Background: an optimization exercise with open tools, aiming at small area. Do not read the settings as production practice.
Function was checked by simulation only, so behaviour that the tests miss may differ from the original.
No activity file was given, so power comes from the tool's default toggle rates.

## flow/design.v (module list and top-level ports; edited modules follow where they fit)
// module dds_demod: 977 lines
// module dds_g_fa: 4 lines
// module dds_g_xor2: 3 lines
// module dds_g_xnor2: 3 lines
// module dds_g_nand2: 3 lines
// module dds_g_nor2: 3 lines
// module dds_g_or2: 3 lines
// module dds_g_and2: 3 lines
// module dds_g_orn2: 3 lines
// module dds_g_and3: 3 lines
// module dds_g_a21oi: 3 lines
// module dds_g_o21bai: 3 lines
// module dds_g_o22ai: 3 lines
// module dds_g_o21ai: 3 lines
// module dds_g_o22a: 3 lines
// module dds_g_inv: 3 lines
module dds_demod (
    input  logic               clk,
    input  logic               rst,
    input  logic               en,
    input  logic [3:0]         mode,
    input  logic               sym_start,
    input  logic               sample_valid,
    input  logic signed [11:0] wave,
    input  logic signed [11:0] ref_sin,
    input  logic signed [11:0] ref_cos,
    output logic [1:0]         data_out,
    output logic               data_valid,
    output logic               mode_err
);
  // ...
==> flow/flow/run.sh <==
#!/bin/bash
# Standard layout (standard.sh), with two changes passed to ORFS through its
# environment: the port buffers use a small buffer cell, and clock tree
# synthesis adds no dummy loads.
set -e
export BUFFER_PORTS_ARGS="-buffer_cell sky130_fd_sc_hd__buf_1"
export CTS_ARGS="-repair_clock_nets -root_buf sky130_fd_sc_hd__clkbuf_16 -buf_list sky130_fd_sc_hd__clkbuf_4 -dont_use_dummy_load"
bash standard.sh > standard.log 2>&1
==> flow/standard.sh <==
#!/bin/bash
# synth_recipe.tcl (not shown) runs the flow's synth.tcl, then flattens the netlist and writes it again
# the make line also repeats each setting of config.mk as NAME=value (left out here)
make -C /OpenROAD-flow-scripts/flow DESIGN_CONFIG=/design/flow/config.mk WORK_HOME=/design/flow/orfs CLKGATE_MAP_FILE= SYNTH_SCRIPT=/design/flow/synth_recipe.tcl "${@:-finish}"
==> flow/config.mk <==
export PLATFORM = sky130hd
export DESIGN_NAME = dds_demod
export DESIGN_NICKNAME = dds_demod
export VERILOG_FILES = /design/flow/design.v
export SDC_FILE = /design/flow/constraint.sdc
export NUM_CORES = 4
export LEC_CHECK = 0
export CAP_MARGIN = 0
export CORE_MARGIN = 2
export CORE_UTILIZATION = 65
export CTS_BUF_LIST = sky130_fd_sc_hd__clkbuf_8
export GPL_TIMING_DRIVEN = 0
export SLEW_MARGIN = 0
export SYNTH_HIERARCHICAL = 1
export SYNTH_MINIMUM_KEEP_SIZE = 0
==> flow/constraint.sdc <==
create_clock -name core_clock -period 10.0 [get_ports {clk}]
set_input_delay 2.0000 -clock core_clock [delete_from_list [all_inputs] [get_ports {clk}]]
set_output_delay 2.0000 -clock core_clock [all_outputs]
set_load 0.01 [all_outputs]
==> results.txt, run 1 <==
- Global Route Usage Sum: 32.0%
- Post-Synth XOR/XNOR Area: 22.3%
- CP Launch Point: sym_start
- Sum Neg Setup Slack: 0 ps
- Relative slew slack: 40.9%
- Global route hottest layer: met2
- Post-synth EDFFs: 13
- Core Box Area: 0.0153 mm^2
- Pre-CTS setup slack: -215 ps
- Biggest consumer: combinational cells
- Register bit count reported by yosys: 85
- Area share of buffers outside the clock network: 1.84%
- CP bufs+invs: 1
- HP Class: reg2reg
- Met1 wire length: 10100 um
- Clk. pwr: 288 uW
- Antenna violations before repair: 0
- Final Power: 2.94 mW
- Reg2Reg Depth: 34
- Full die area: roughly 0.017 mm^2
- Post-CTS Resized: 0
- Num sequential: 85
- Slew Limit Fails: 0
- #MultiIn Comb: 937
- Reg2reg end: dec_reg[0]
- Synth Area in Compound Gates: 14.0%
- Drt via density: 5.96
- Ant. Diodes: 0
- Fraction of registers with async set/reset: 9.41%
- IO Count: 49
- Final Util: 71.5%
- Crit path top cell by count: nor2_1
- Biggest area consumer among cell classes: multi-input combinational cells
- Die extent in y: 129 um
- Status: timing/DRC/antenna clean
- Largest net degree at the start of global routing: 19
- ANT nets after route: 0
- Uppermost layer routed: met4
- Fmax: about 110 MHz
- Reg2Reg Launch Point: ci_acc[31]
- Non-clk invs: 37
- Crit path max fanout: 18
- Layout cells sized above 1: 3.13%
- Post-synth top area share: slightly below 30%
- Met3 WL: 1420 um
==> inputs of run 2 (changes only) <==
--- a/flow/flow/run.sh
+++ b/flow/flow/run.sh
@@ -6,3 +6,3 @@
 export BUFFER_PORTS_ARGS="-buffer_cell sky130_fd_sc_hd__buf_1"
-export CTS_ARGS="-repair_clock_nets -root_buf sky130_fd_sc_hd__clkbuf_16 -buf_list sky130_fd_sc_hd__clkbuf_4 -dont_use_dummy_load"
+export CTS_ARGS="-sink_clustering_enable -repair_clock_nets -buf_list sky130_fd_sc_hd__clkbuf_8 -dont_use_dummy_load"
 bash standard.sh > standard.log 2>&1
==> results.txt, run 2 <==
- Post-placement cell area: 0.0107 mm^2
- HP Class: reg2reg
- Width of the chip: 129 um
- DRT iter0 DRCs: 562
- Relative slew slack: 40.7% (-0.25 points)
- Largest net degree at the start of global routing: 19 (unchanged)
- Final setup fails: 0
- Final Power: 2.85 mW (-3.0%)
- Worst-case vdd ir drop: 0.187 mV
- Largest area contributor in the netlist: fa_1
- # DRC: 0
- Hold Violations, Final: 0
- Crit path top cell by count: nor2_1
- Post-detail-place hpwl: 18800 um
- Status: timing/DRC/antenna clean
- Final period utilization: 93.2%
- Max_cap viols: 0
- Die extent in y: 129 um (unchanged)
- Most common cell after layout, fill and taps aside: xnor2_1
- First-pass GRT wire length: 40800 um
- Setup crit start kind: primary input
- Register Area: ~0.0019 mm^2
- Hold slack: between 500 and 600 ps
- WP data arrival: 9650 ps
- Full die area: 0.0167 mm^2 (unchanged)
- Clk pin slew, worst setup/hold paths: 100 ps
- Crit path max fanout: 18 (unchanged)
- Synthesized cell area: roughly 0.010 mm^2
- IO buf count: 48
- Drt via density: 5.96 (about the same)
- Sequential power share: 21.0%
- Antenna violations before repair: 0 (unchanged)
- Layout cells sized above 1: 2.95% (-0.18 points)
- ANT nets after route: 0 (unchanged)
- Row count: 45
- Synth cell types: 35
- Net Sw Frac: 45.9%
- Syn_nets: 1253
- Post-synth EDFFs: 13 (unchanged)
- Clock skew: 34.4 ps
- Hold Path End: active_reg
- IO Count: 49 (unchanged)
- First drt pass iteration count: 5
- Num CTS Buffers: 9
- Post-synth top area share: 29.1% (unchanged)
- Slowest-stage cell, CP: and2_1
- Layout area overhead: 5.99%
- Worst-skew pair later-pin latency: 390 ps
- CP top delay family: simple AND/OR/NAND/NOR gates
- DR WL/cell: 18.4 um
- Main area contributors after synthesis: fa_1 29%, xnor2_1 13%, dfxtp_1 13%, xor2_1 9.0%, o22ai_1 8.9%
- Register bit count reported by yosys: 85 (unchanged)
- Clk buf depth: 2
- Clock sink total: 85
- Root Driver: clkbuf_8
- Initial Util: 66.8%
- Reg2reg end: dec_reg[0]
- Min-delay src: active_reg
- Hold path depth: 1
- CTS tree: yes
- Register area share after synthesis: 18.4%
- Ant. Diodes: 0 (unchanged)
- Critical path class: in2reg
- Pwr/cell area: 264 mW/mm^2
- Clock Power Share: 7.0%
- H-tree depth: 3
- Slowest cell delay on critical path: 560 ps
- Number of global-route vias before repair: 8192
- Placer Congestion: between 0.8 and 0.9
- RSZ-0062 raised after global routing: no
- Multi-input logic area: roughly 0.0082 mm^2
- Aggregate global routing overflow: 0
- R2R setup slack: around 1700 ps
- CP bufs+invs: 1 (unchanged)
- Slew @ Worst Pin: 889 ps
- Internal power: 1.54 mW
- Critical path depth: 37
- Fraction of registers with async set/reset: 9.41% (unchanged)
- Cells after Synth: 1060
- Reg2Reg Launch Point: cq_acc[31]
- Post-CTS setup buffer count: 0
- Reg2Reg Depth: 34 (unchanged)
- Global Route Usage Sum: 31.7% (-0.26 points)
- Most frequent cells after synthesis: 154 x xnor2_1, 148 x fa_1, 145 x o22ai_1, 111 x nand2_1, 105 x xor2_1
- Critical Path RT: around 10000 ps
- Fmax: 107 MHz (+0.29%)
- Net load switching power: ~1.3 mW
- Most frequent cell after synthesis: xnor2_1
- Crit. End Element: register
- Sum Neg Setup Slack: 0 ps (unchanged)
- Min Tclk post-route: 9320 ps
- DRT Wirelength: 24400 um
- Final instance area: 0.0108 mm^2
- Logic pwr share: 71.9%
- Via count: 7923
- Syn_area_per_cell: a little under 10 um^2
- Final Util: 70.8% (-0.70 points)
- Ys flop type: dfxtp_1
- Slew Limit Fails: 0 (unchanged)
- P_leak: about 3.4 nW
- Filler Cell Count: 1274
- Net count, final: 1313
- Most frequent cells in the layout: 154 x xnor2_1, 148 x fa_1, 145 x o22ai_1
- Yosys warns: 7
- Core Box Area: 0.0153 mm^2 (unchanged)
[run 2: cell counts after synthesis]
No cell type changed its count.
[run 2: cell families after synthesis]
group           Yosys count  synth area share, %
compound gates          214                 14.0
mux                       4                0.430
xor+xnor                259                 22.3
buf+inv                  38                 1.40
flops                    85                 18.4
fa+ha+maj               148                 29.1
simple gates            312                 14.4
[run 2: per-layer routing]
metal	track usage, %	vias to the layer above	share of wire (%)
li1	-	3718	-
met4	9.08	0	2.7
met1	41.7	3886	42
met2	54.3	262	50
met3	5.49	57	5.4
met5	0	-	0
[run 2: how the worst max path moves through the flow]
stage               from         end  slack (ps)
2_1_floorplan  sym_start  ci_acc[31]        1210
3_3_place_gp          en  cq_acc[31]         -50
3_5_place_dp          en  cq_acc[31]        -220
4_1_cts               en  cq_acc[31]         200
5_1_grt        sym_start  cq_acc[31]          20
6_report       sym_start  ci_acc[31]         680
[run 2: cell type report]
type	instances	area share [%]
clock buffer	9	1.15
buffer	1	0.0348
tap	211	2.45
multi-input combinational	937	75.9
inverter	37	1.29
timing repair buffer	49	1.82
sequential	85	17.3
[run 2: power by group through the flow]
stage	clock network, mW	logic (mW)	registers (mW)
2_1_floorplan	0	1.71	0.569
3_5_place_dp	0	2.05	0.607
6_report	0.201	2.05	0.600
4_1_cts	0.208	2.07	0.601
3_3_place_gp	0	1.98	0.606
5_1_grt	0.219	2.31	0.613
[run 2: through the flow]
stage / cells / setup slack (ps)
after global routing: 1329 / 20.2
after detailed placement: 1320 / -215
after global placement: 1319 / -51.8
after floorplan: 1060 / 1210
final: 1329 / 681
after CTS: 1329 / 203
[run 2: modules after synthesis, one instance, submodules excluded, excerpt]
module	times used	area, um^2
dds_g_and2	39	6.26
dds_g_and3	2	6.26
dds_g_fa	148	20.0
dds_g_inv	4	3.75
dds_g_nor2	80	3.75
dds_g_o21ai	12	5.00
dds_g_o22a	28	8.76
dds_g_o22ai	144	6.26
dds_g_orn2	12	6.26
dds_g_xnor2	152	8.76
dds_g_xor2	100	8.76
[run 2: timing repair]
item	4_1_cts	5_1_grt
endpoints found under the setup margin	0	8
hold buffers	0	0
resized for setup	0	6
[run 2: worst reg2reg max path: cells and delay by family, from the launching register on]
kind / cells / cell delay, ps
XOR/XNOR: 2 / 990
flip-flops: 1 / 610
AO/OA/AOI/OAI: 30 / 6120
AND/OR/NAND/NOR: 1 / 80
multiplexers: 1 / 250

-- separate check: timing with driven ports --
How much do the figures lean on ideal ports? The routed layouts below were timed once more, with nothing changed but the port constraints.
Step 1, drivers: a clkbuf_16 drives clk and a buf_2 each remaining input, both assumed.
Step 2, shift: input delay + t, output delay - t, t = (earliest + latest rising clock arrival at the registers) / 2. This alone moves slack from input paths to output paths.
a / b / c = ideal ports / drivers / drivers and shift; a / b = the first two.
run | t (ns) | setup slack, ns | hold slack, ns | slew at the worst register clock pin (ns) | cell pins on the clock port's net
run 1 | 0.396 | 0.655 / 0.682 / 0.286 | 0.492 / 0.492 / 0.492 | 0.07 / 0.07 | 1
run 2 | 0.419 | 0.681 / 0.705 / 0.285 | 0.500 / 0.500 / 0.500 | 0.10 / 0.10 | 1
After both steps setup and hold are still met in every run listed. For run 2, which loses most, drivers alone change the setup slack by +0.024 ns; drivers and shift together by -0.396 ns.
